What follows belongs to an exercise in optimizing a design on an open flow for small area, a short achievable clock period and few clock cycles per item; a production flow would make more cautious choices. Only simulation tests tie the RTL to the original design; equivalence was not proved. Power figures rest on the tool's default switching activity, not on a simulated workload.

--- flow/run.sh ---
#!/bin/bash
# synth_recipe.tcl (not shown) runs the flow's synth.tcl, then flattens the netlist and writes it again
# the make line also repeats each setting of config.mk as NAME=value (left out here)
make -C /OpenROAD-flow-scripts/flow DESIGN_CONFIG=/design/flow/config.mk WORK_HOME=/design/flow/orfs CLKGATE_MAP_FILE= SYNTH_SCRIPT=/design/flow/synth_recipe.tcl finish
--- flow/config.mk ---
export PLATFORM = sky130hd
export DESIGN_NAME = positional_insert_list
export DESIGN_NICKNAME = positional_insert_list
export VERILOG_FILES = /design/flow/design.v
export SDC_FILE = /design/flow/constraint.sdc
export NUM_CORES = 4
export LEC_CHECK = 0
export CAP_MARGIN = 20
export CORE_MARGIN = 2
export CORE_UTILIZATION = 40
export PLACE_DENSITY = 0.6
export SLEW_MARGIN = 20
--- flow/constraint.sdc ---
create_clock -name core_clock -period 3.8 [get_ports {i_clk}]
set_input_delay 0.7600 -clock core_clock [delete_from_list [all_inputs] [get_ports {i_clk}]]
set_output_delay 0.7600 -clock core_clock [all_outputs]
set_load 0.01 [all_outputs]
--- flow/design.v ---
`default_nettype none
package pil_pkg;
    localparam int LIST_DEPTH = 16;
    localparam int POS_W   = 8;
    localparam int VAL_W   = 32;
    localparam int OCNT_W  = 9;
    localparam int IDX_W   = (LIST_DEPTH > 1) ? $clog2(LIST_DEPTH) : 1;
    localparam int CNT_W   = $clog2(LIST_DEPTH + 1);
    typedef enum logic {
        CMD_INSERT = 1'b0,
        CMD_READ   = 1'b1
    } t_cmd;
    typedef enum logic [1:0] {
        ST_OK     = 2'd0,
        ST_BEYOND = 2'd1,
        ST_FULL   = 2'd2,
        ST_RANGE  = 2'd3
    } t_status;
    typedef struct packed {
        t_cmd                     command;
        logic signed [VAL_W-1:0]  value;
        logic [POS_W-1:0]         position;
    } t_in_beat;
    typedef struct packed {
        t_status                  status;
        logic signed [VAL_W-1:0]  read_value;
        logic [OCNT_W-1:0]        element_count;
        logic signed [VAL_W-1:0]  element_sum;
    } t_out_beat;
    typedef struct packed {
        logic                     insert_en;
        logic [POS_W-1:0]         position;
        logic [VAL_W-1:0]         value;
    } t_cell_ctl;
endpackage
`default_nettype wire
`default_nettype none
import pil_pkg::*;
module pil_cell
(
    input  wire logic              i_clk,
    input  pil_pkg::t_cell_ctl         i_ctl,
    input  wire logic [pil_pkg::POS_W-1:0]  i_index,
    input  wire logic [pil_pkg::VAL_W-1:0]  i_prev,
    output logic [pil_pkg::VAL_W-1:0]       o_val
);
    logic [VAL_W-1:0] r_val;
    logic [VAL_W-1:0] n_val;
    always_comb begin
        n_val = r_val;
        if (i_ctl.insert_en) begin
            if (i_index == i_ctl.position) begin
                n_val = i_ctl.value;
            end else if (i_index > i_ctl.position) begin
                n_val = i_prev;
            end
        end
    end
    always_ff @(posedge i_clk) begin
        r_val <= n_val;
    end
    assign o_val = r_val;
endmodule
`default_nettype wire
`default_nettype none
import pil_pkg::*;
module pil_ctrl
(
    input  wire logic      i_clk,
    input  wire logic      i_rst_n,
    input  wire logic      i_accept,
    input  pil_pkg::t_in_beat  i_beat,
    output pil_pkg::t_cell_ctl      o_ctl,
    output pil_pkg::t_out_beat      o_res
);
    logic [CNT_W-1:0]  r_count;
    logic [CNT_W-1:0]  n_count;
    logic [VAL_W-1:0]  r_sum;
    logic [VAL_W-1:0]  n_sum;
    logic [OCNT_W-1:0] w_pos_ext;
    logic [OCNT_W-1:0] w_cnt_ext;
    logic              w_full;
    logic              w_insert;
    pil_pkg::t_status           w_status;
    assign w_pos_ext = {1'b0, i_beat.position};
    assign w_cnt_ext = OCNT_W'(r_count);
    assign w_full    = (r_count == CNT_W'(LIST_DEPTH));
    always_comb begin
        w_status = ST_OK;
        if (i_beat.command == CMD_INSERT) begin
            if (w_pos_ext > w_cnt_ext) begin
                w_status = ST_BEYOND;
            end else if (w_full) begin
                w_status = ST_FULL;
            end
        end else begin
            if (!(w_pos_ext < w_cnt_ext)) begin
                w_status = ST_RANGE;
            end
        end
    end
    assign w_insert = i_accept && (i_beat.command == CMD_INSERT) && (w_status == ST_OK);
    always_comb begin
        n_count = r_count;
        n_sum   = r_sum;
        if (w_insert) begin
            n_count = r_count + CNT_W'(1);
            n_sum   = r_sum + i_beat.value;
        end
    end
    always_ff @(posedge i_clk) begin
        if (!i_rst_n) begin
            r_count <= '0;
            r_sum   <= '0;
        end else begin
            r_count <= n_count;
            r_sum   <= n_sum;
        end
    end
    assign o_ctl.insert_en = w_insert;
    assign o_ctl.position  = i_beat.position;
    assign o_ctl.value     = i_beat.value;
    assign o_res.status        = w_status;
    assign o_res.read_value    = '0;
    assign o_res.element_count = OCNT_W'(n_count);
    assign o_res.element_sum   = n_sum;
endmodule
`default_nettype wire
`default_nettype none
import pil_pkg::*;
module positional_insert_list
(
    input  wire logic      i_clk,
    input  wire logic      i_rst_n,
    input  wire logic      i_in_valid,
    output logic           o_in_stall,
    input  wire logic [40:0] i_in_data,
    output logic           o_out_valid,
    input  wire logic      i_out_stall,
    output logic [74:0]    o_out_data
);
    pil_pkg::t_in_beat             w_in;
    logic                 w_accept;
    pil_pkg::t_cell_ctl            w_ctl;
    pil_pkg::t_out_beat            w_res;
    pil_pkg::t_out_beat            w_beat;
    logic [VAL_W-1:0]     w_cell_val [LIST_DEPTH];
    logic [VAL_W-1:0]     w_read;
    logic                 r_out_valid;
    logic                 n_out_valid;
    pil_pkg::t_out_beat            r_out_data;
    assign w_in = i_in_data;
    assign o_in_stall = r_out_valid && i_out_stall;
    assign w_accept   = i_in_valid && !o_in_stall;
    pil_ctrl u_ctrl (
        .i_clk    (i_clk),
        .i_rst_n  (i_rst_n),
        .i_accept (w_accept),
        .i_beat   (w_in),
        .o_ctl    (w_ctl),
        .o_res    (w_res)
    );
    for (genvar g = 0; g < LIST_DEPTH; g++) begin : g_cell
        if (g == 0) begin : g_head
            pil_cell u_cell (
                .i_clk   (i_clk),
                .i_ctl   (w_ctl),
                .i_index (POS_W'(g)),
                .i_prev  (w_ctl.value),
                .o_val   (w_cell_val[g])
            );
        end else begin : g_body
            pil_cell u_cell (
                .i_clk   (i_clk),
                .i_ctl   (w_ctl),
                .i_index (POS_W'(g)),
                .i_prev  (w_cell_val[g-1]),
                .o_val   (w_cell_val[g])
            );
        end
    end
    assign w_read = w_cell_val[w_in.position[IDX_W-1:0]];
    always_comb begin
        w_beat = w_res;
        if ((w_in.command == CMD_READ) && (w_res.status == ST_OK)) begin
            w_beat.read_value = w_read;
        end
    end
    always_comb begin
        n_out_valid = r_out_valid;
        if (w_accept) begin
            n_out_valid = 1'b1;
        end else if (!i_out_stall) begin
            n_out_valid = 1'b0;
        end
    end
    always_ff @(posedge i_clk) begin
        if (!i_rst_n) begin
            r_out_valid <= 1'b0;
        end else begin
            r_out_valid <= n_out_valid;
        end
    end
    always_ff @(posedge i_clk) begin
        if (w_accept) begin
            r_out_data <= w_beat;
        end
    end
    assign o_out_valid = r_out_valid;
    assign o_out_data  = r_out_data;
endmodule
`default_nettype wire
==> metrics.md <==
| Metric | Value |
|---|---|
| Hold Slack | `between 400 and 500 ps` |
| Top post-synthesis cells by area | `edfxtp_1, mux2_2, a22oi_1` |
| WP buf/inv | `2` |
| Ports | `122` |
| # nets final | `2,510` |
| Max incr delay on CP | `460 ps` |
| Initial antenna violation count | `3` |
| GRT Residual Overflow | `0` |
| Final setup viols | `0` |
| Total Routing Usage GR | `0.283` |
| Data required, critical path | `4310 ps` |
| Unrepaired setup endpoints after global routing | `false` |
| PnR worst setup slack | `505 ps` |
| Fin crit period | `around 3300 ps` |
| CP endpoint kind | `flip-flop` |
| CP max FO | `5` |
| Final worst path period share | `0.867` |
| Commonest non-fill, non-tap cells in the layout | `edfxtp_1, mux2_2, buf_4, a22oi_1, clkdlybuf4s50_1` |
| Leak pwr | `12.6 nW` |
| Post-cts resize count | `0` |
| # DRC | `0` |
| DIE AREA | `just under 80,000 sq um` |
| Worst path cell trace | `clkdlybuf4s50_1 -> ha_1 -> fa_1 -> a21o_1 -> a221o_1 -> nand2_1 -> a21oi_2 -> a221o_1 -> buf_4 -> or3_1 -> a31oi_1` |
| Worst-Margin Slew | `1070 ps` |
| WL/cell | `32.6 um` |
| Seq cells post-synth | `approximately 620` |
| DRT antenna net count | `0` |
| Syn Area/Cell | `13.9 sq um` |
| Most common cell after layout, fill and taps aside | `edfxtp_1` |
| Max-Slew Margin vs Limit | `0.282` |
| Routed vias/inst | `6.42` |
| Sequential cell area fraction in the yosys report | `0.601` |
| Clock Skew | `around 21 ps` |
| Max_cap viols | `0` |
| Cell Count, Final, Fillers Out | `3,457` |
| Share of cells above drive strength 1 | `0.352` |
| Fmax | `304 MHz` |
| Post-CTS Setup Bufs | `0` |
| Post-synth top area share | `0.576` |
| Vias | `22,200` |
| CP most frequent cell | `a221o_1` |
| Clk sinks | `621` |
| Mapped Area | `30,400 sq um` |
| Worst skew pair latency | `610 ps` |
| Initial DRC Count | `2,920` |
| EDFF count, synth | `approximately 600` |
| # diodes | `0` |
| Synth Flop Type | `edfxtp_1` |
| Post-Syn Instances | `2,187` |
| Vias in the first global route | `22,000` |
| Final hold vios | `0` |
| Clock Tree Buf Depth | `3` |
| Port bufs | `117` |
| Drt pass-1 iters | `6` |
| Distinct cells, synth | `74` |
| CTS clock-pin slew for the worst setup and hold paths | `60 ps` |
| Die Span X | `~280 um` |
| First-pass GRT wire length | `159 mm` |
| CTS H-tree lvls | `3` |
| Final Max Tran Viols | `0` |
| Crit-path leading delay family | `compound AO/OA/AOI/OAI gates` |
| Power Dens Cells | `around 410 nW/um^2` |
| Cells after DPL | `roughly 3,300` |
| Hold Buf Count CTS | `0` |
| Num CTS Buffers | `69` |
| # fillers | `~6,600` |
| Outcome | `finished clean` |
| RD Place Congestion | `a little over 0.9` |
| CTS tree | `built` |
| Crit start category | `input pin` |
| Core box area | `~76,000 sq um` |
| Area grow syn2layout | `21.0%` |
| CTS Root Cell | `clkbuf_16` |
| Ys async rst share | `0` |
| Die H | `280 um` |
| WP data arrival | `3800 ps` |
| Starting Density | `0.402` |
| Critical path type | `input pin to flip-flop` |
| Maximum VDD drop | `0.350 mV` |
| DP HPWL | `just over 70 mm` |
| Rows | `101` |
| DP Worst Slack | `-102 ps` |
| Largest net degree at the start of global routing | `36` |
| Synth Warn # | `4` |
| Drt total wl | `roughly 110 mm` |
| Critical path's slowest cell | `clkdlybuf4s50_1` |
| Synth area leader | `edfxtp_1` |
| Hold Path Class | `flip-flop to flip-flop` |
[registers in the layout, indices dropped and copies added, names as in the netlist]
name                        cells
u_ctrl.r_sum                   32
g_cell.g_body.u_cell.r_val    480
g_cell.g_head.u_cell.r_val     32
r_out_data                     71
u_ctrl.r_count                  5
r_out_valid                     1
[cells in the mapped netlist (4+ instances only)]
master and n:
a2111oi_0 4, a211oi_1 6, a21o_1 15, a21oi_1 64, a221o_1 5, a221oi_1 16, a222oi_1 26, a22o_1 17
a22oi_1 125, a31oi_1 10, a32oi_1 11, and2_1 28, and3_1 16, buf_1 45, buf_2 17, buf_4 4
clkbuf_1 104, dfxtp_1 38, edfxtp_1 583, ha_1 38, inv_1 15, mux2_2 489, mux2i_1 16, nand2_1 86
nand2b_1 11, nand3_1 39, nand4_1 29, nor2_1 103, nor2b_1 6, nor3_1 27, nor4_1 5, o2111ai_1 13
o211ai_1 8, o21a_1 9, o21ai_0 54, o22ai_1 15, o31ai_1 5, o32ai_1 4, or3_1 5, xnor2_1 16
xor2_1 8
[cell families (layout without fill, tap and decap cells)]
logic type	Yosys count	in the layout	synth area share
AO/OA/AOI/OAI	433	433	0.103
XOR/XNOR	24	24	0.00692
adder cells (fa/ha/maj)	39	39	0.0163
buffers and inverters	188	477	0.0247
flip-flops	621	621	0.601
multiplexers	507	507	0.187
other	1	4	0.000123
AND/OR/NAND/NOR	374	374	0.0601
[worst reg2reg max path, cell delays in order (launching register included)]
cell	delay (ps)
dfxtp_1	340
inv_1	90
ha_1	290
nor2b_1	130
o211ai_1	220
and3_1	240
o21ai_1	110
nor2_2	250
nand2_2	80
buf_4	280
nor4_4	410
buf_12	310
[layout make-up]
type	count	area, sq um	share of cell area
Inverter	17	65.1	0.00177
Timing Repair Buffer	336	3310	0.0900
Tap cell	978	1220	0.0333
Multi-Input combinational cell	1381	11600	0.317
Clock inverter	36	354	0.00964
Clock buffer	88	1890	0.0515
Sequential cell	621	18300	0.497
[path summary, 6_finish.rpt]
| kind | endpoint | slack [ps] | startpoint | cells past startpoint |
|---|---|---|---|---|
| setup / recovery | u_ctrl.r_sum[26] | 510 | i_in_data[8] | 11 |
| hold / removal | u_ctrl.r_sum[27] | 490 | u_ctrl.r_sum[27] | 2 |
| setup reg to reg | g_cell[1].g_body.u_cell.r_val[22] | 710 | u_ctrl.r_count[1] | 11 |
| hold reg to reg | u_ctrl.r_sum[27] | 490 | u_ctrl.r_sum[27] | 2 |
[metrics by stage]
stage          power, mW  utilization  area, sq um  TNS, ps
2_1_floorplan       7.99            -        30500   -25320
3_3_place_gp        8.50        0.456        34500     -399
3_5_place_dp        8.50        0.456        34500     -365
4_1_cts             15.3        0.486        36700        0
5_1_grt             15.6        0.486        36700        0
6_report            15.2        0.486        36700        0
[report_power, final]
group | switching, mW | internal, mW
combinational | 0.587 | 0.343
sequential | 0.0162 | 7.43
clock | 2.85 | 4.00
[layer usage]
metal,vias to the layer above,share of wire,routed length [um],track usage
met5,-,0.00036,41,0
met4,6,0.045,5070,0.122
met3,323,0.11,11900,0.0535
met2,1479,0.46,52100,0.454
met1,11200,0.39,43500,0.375
li1,9154,-,-,-
Testbench counts, summed over its fixed seeds: cycles 16,512, items 16,384.

-- what the ideal ports hide --
In the flow no input, the clock included, has a driving cell. The finished layout below was timed again as built, in two steps. Step 1: set_driving_cell puts a clkbuf_16 on i_clk and a buf_2 on each other input, an assumption about the parent block. Step 2 adds t to the input delays and takes it off the output delays; t is the mean of the earliest and latest rising clock arrival at the registers after step 1. Input paths then give back, and output paths get back, about the clock's delay inside the block. a / b / c = ideal / step 1 / step 2; a / b = the first two.
t (ns): 0.669
setup slack, ns: 0.505 / 0.547 / -0.122
cell pins on the clock port's net: 1
With both steps, setup timing fails in this run, where it was met with ideal ports. The setup slack of this run moves by +0.042 ns with the drivers and by -0.627 ns with both steps.
